Source: an optimization exercise on an open RTL-to-GDS flow (aim: small area and a short achievable clock period). Production flows keep margins and buffers that such runs may drop.
Where RTL was checked, it was by simulation tests only, not by an equivalence proof against the original.

==> exp/nickel <==
==> flow/design.v (excerpt) <==
module lms_weight_updater #(
    parameter int unsigned NUM_TAPS   = lms_pkg::NUM_TAPS,
    parameter int unsigned WEIGHT_W   = lms_pkg::WEIGHT_W,
    parameter int unsigned MU_SHIFT   = lms_pkg::MU_SHIFT,
    parameter int unsigned LEAK_SHIFT = lms_pkg::LEAK_SHIFT
) (
    input  logic                        clk_in,
    input  logic                        rst_n_in,
    input  lms_pkg::sample_t            sample_in,
    input  logic                        sample_ready,
    input  lms_pkg::sample_t            error_in,
    input  logic                        error_ready,
    input  logic                        freeze_in,
    output logic signed [WEIGHT_W-1:0]  weight_out,
    output logic [$clog2(NUM_TAPS)-1:0] weight_idx_out,
    output logic                        weight_valid_out,
    output logic                        busy_out,
    output logic                        done_out,
    output logic                        overrun_out
);
Settings: LEC_CHECK=0, CAP_MARGIN=20, CORE_MARGIN=2, CORE_UTILIZATION=40, CTS_BUF_LIST=sky130_fd_sc_hd__clkbuf_8, CTS_CLUSTER_DIAMETER=100, CTS_CLUSTER_SIZE=16, SLEW_MARGIN=20; clock period 14.0 ns.
standard.sh (not shown) runs the stock make flow with config.mk's settings and CLKGATE_MAP_FILE= SYNTH_SCRIPT=/design/flow/synth_recipe.tcl, a recipe that flattens the netlist after the stock synthesis.
==> flow/flow/run.sh <==
#!/bin/bash
# The standard layout, with timing repair aimed well below the clock period.
set -euo pipefail
export SETUP_SLACK_MARGIN=9.5
export BUFFER_PORTS_ARGS="-buffer_cell sky130_fd_sc_hd__buf_4"
bash standard.sh > flow.log 2>&1
==> exp/pepper (differences from exp/nickel) <==
--- a/flow/design.v
+++ b/flow/design.v
@@ -818,15 +818,14 @@
     assign t[32] = p0[32] ^ b274;
     wire [12:0] wh     = w[23:11];
     wire [12:0] wh_inc = wh + 13'd1;
     wire [12:0] wh_dec = wh - 13'd1;
     wire        wh_max = (wh == 13'h0fff);
     wire        wh_min = (wh == 13'h1000);
-    wire        c_inc  = !t[32] && t[31];
-    wire        c_dec  = t[32];
-    wire        sat_hi = c_inc && wh_max;
-    wire        sat_lo = c_dec && wh_min;
     wire [12:0] hi_inc = wh_max ? wh : wh_inc;
     wire [12:0] hi_dec = wh_min ? wh : wh_dec;
-    assign new_w[23:11] = c_inc ? hi_inc : (c_dec ? hi_dec : wh);
-    assign new_w[10:0]  = sat_hi ? 11'h7ff : (sat_lo ? 11'h000 : t[30:20]);
+    wire [23:0] nw;
+    assign nw[23:11] = (t[32] == 1'b0 && t[31] == 1'b1) ? hi_inc : (t[32] ? hi_dec : wh);
+    assign nw[10:0]  = (t[32] == 1'b0 && t[31] == 1'b1 && wh_max) ? 11'h7ff :
+                          ((t[32] && wh_min) ? 11'h000 : t[30:20]);
+    assign new_w = nw;
 endmodule
==> flow/flow/run.sh (replaced) <==
#!/bin/bash
# The standard layout (standard.sh, unchanged synthesis and steps), with
# ORFS's timing repair asked to leave 9.5 ns of setup slack at the design's
# clock period, so that it keeps working on paths well inside the period.
set -euo pipefail
export SETUP_SLACK_MARGIN=9.5
# Port buffers: a plain buffer rather than the cell buffer_ports picks by itself.
export BUFFER_PORTS_ARGS="-buffer_cell sky130_fd_sc_hd__buf_4"
bash standard.sh > flow.log 2>&1
--- a/flow/config.mk
+++ b/flow/config.mk
@@ -6,9 +6,8 @@
 export NUM_CORES = 4
 export LEC_CHECK = 0
 export CAP_MARGIN = 20
 export CORE_MARGIN = 2
 export CORE_UTILIZATION = 40
 export CTS_BUF_LIST = sky130_fd_sc_hd__clkbuf_8
-export CTS_CLUSTER_DIAMETER = 100
-export CTS_CLUSTER_SIZE = 16
+export CTS_CLUSTER_SIZE = 24
 export SLEW_MARGIN = 20
==> exp/zinc (differences from exp/nickel) <==
==> flow/flow/run.sh (replaced) <==
#!/bin/bash
# The standard layout, with timing repair aimed well below the clock period.
set -euo pipefail
export SETUP_SLACK_MARGIN=10.5
bash standard.sh > flow.log 2>&1
==> flow/config.mk (replaced) <==
export PLATFORM = sky130hd
export DESIGN_NAME = lms_weight_updater
export DESIGN_NICKNAME = lms_weight_updater
export VERILOG_FILES = /design/flow/design.v
export SDC_FILE = /design/flow/constraint.sdc
export NUM_CORES = 4
export LEC_CHECK = 0
export CAP_MARGIN = 20
export CORE_MARGIN = 2
export CORE_UTILIZATION = 40
export SLEW_MARGIN = 20
==> notes <==
Between exp/zinc and exp/nickel, the lower critical path depth is in exp/zinc (gap 1). In exp/nickel the wire length is lower than in exp/zinc, by 11%. Against exp/nickel, the global-route usage of exp/zinc is higher by 1.3 points. In die area, exp/nickel and exp/zinc do not differ. Sequential share of layout area, highest first: exp/nickel, exp/pepper, exp/zinc. Count of clock-buffer cells in the layout: exp/zinc is lower than exp/pepper (57).
==> figures <==
|  | exp/zinc | exp/nickel | exp/pepper |
|---|---|---|---|
| Reg2reg start | pipe_q[56]$_DFF_P_ | wz$_DFFE_PN1P_ | upd$_DFF_PN0_ |
| Total routed wirelength | 135 mm | 120 mm | 127 mm |
| Critical-path top delay cell | fa_2 | o211ai_1 | dfrtp_4 |
| Count of inverters not on the clock network in the layout | 134 | 134 | 141 |
| F_max | 221 MHz | 222 MHz | 223 MHz |
| CTS clock-pin slew for the worst setup and hold paths | 0.06 ns | 0.10 ns | 0.06 ns |
| Final worst path period share | 32.3% | 32.2% | 32.0% |
| Initial standard-cell utilization of the core | 40.2% | 40.2% | 40.3% |
| Post-DR wirelength/cell | 24.1 µm | 23.3 µm | 23.2 µm |
| Synth top area share | 71.6% | 71.6% | 71.3% |
| Outcome | timing/DRC/antenna clean | timing/DRC/antenna clean | timing/DRC/antenna clean |
| Final design utilization | 50.9% | 44.2% | 46.4% |
| Arrival @ worst endpoint | 5.23 ns | 5.05 ns | 5.30 ns |
The RTL of exp/nickel and exp/zinc was laid out without a check of its function.

-- re-timing with driven ports --
No port has a modelled driver above. Below, the same layouts with a new extraction and two added sets of constraints. Step 1 sets driving cells, clkbuf_16 on the clock port and buf_2 on the other inputs (assumed; they add their load-dependent delay and slew). Step 2, shift: input delay + t, output delay - t, t = (earliest + latest rising clock arrival at the registers) / 2. This alone moves slack from input paths to output paths. Three values: ideal ports, drivers, drivers and shift; two values: the first two.
| run | t, ns | setup slack, ns | hold slack, ns | slew at the worst register clock pin (ns) | worst data-port slew with drivers (ns) |
|---|---|---|---|---|---|
| exp/nickel | 0.895 | 9.499 / 9.499 / 8.742 | 0.385 / 0.385 / 0.385 | 0.13 / 0.13 | 0.07 |
| exp/pepper | 0.998 | 9.514 / 9.463 / 8.586 | 0.397 / 0.397 / 0.397 | 0.07 / 0.07 | 0.05 |
| exp/zinc | 0.837 | 9.477 / 9.507 / 8.670 | 0.405 / 0.405 / 0.405 | 0.07 / 0.07 | 0.06 |
After both steps setup and hold are still met in every run listed. The setup slack of exp/pepper, which loses most, moves by -0.051 ns with the drivers and by -0.928 ns with both steps.
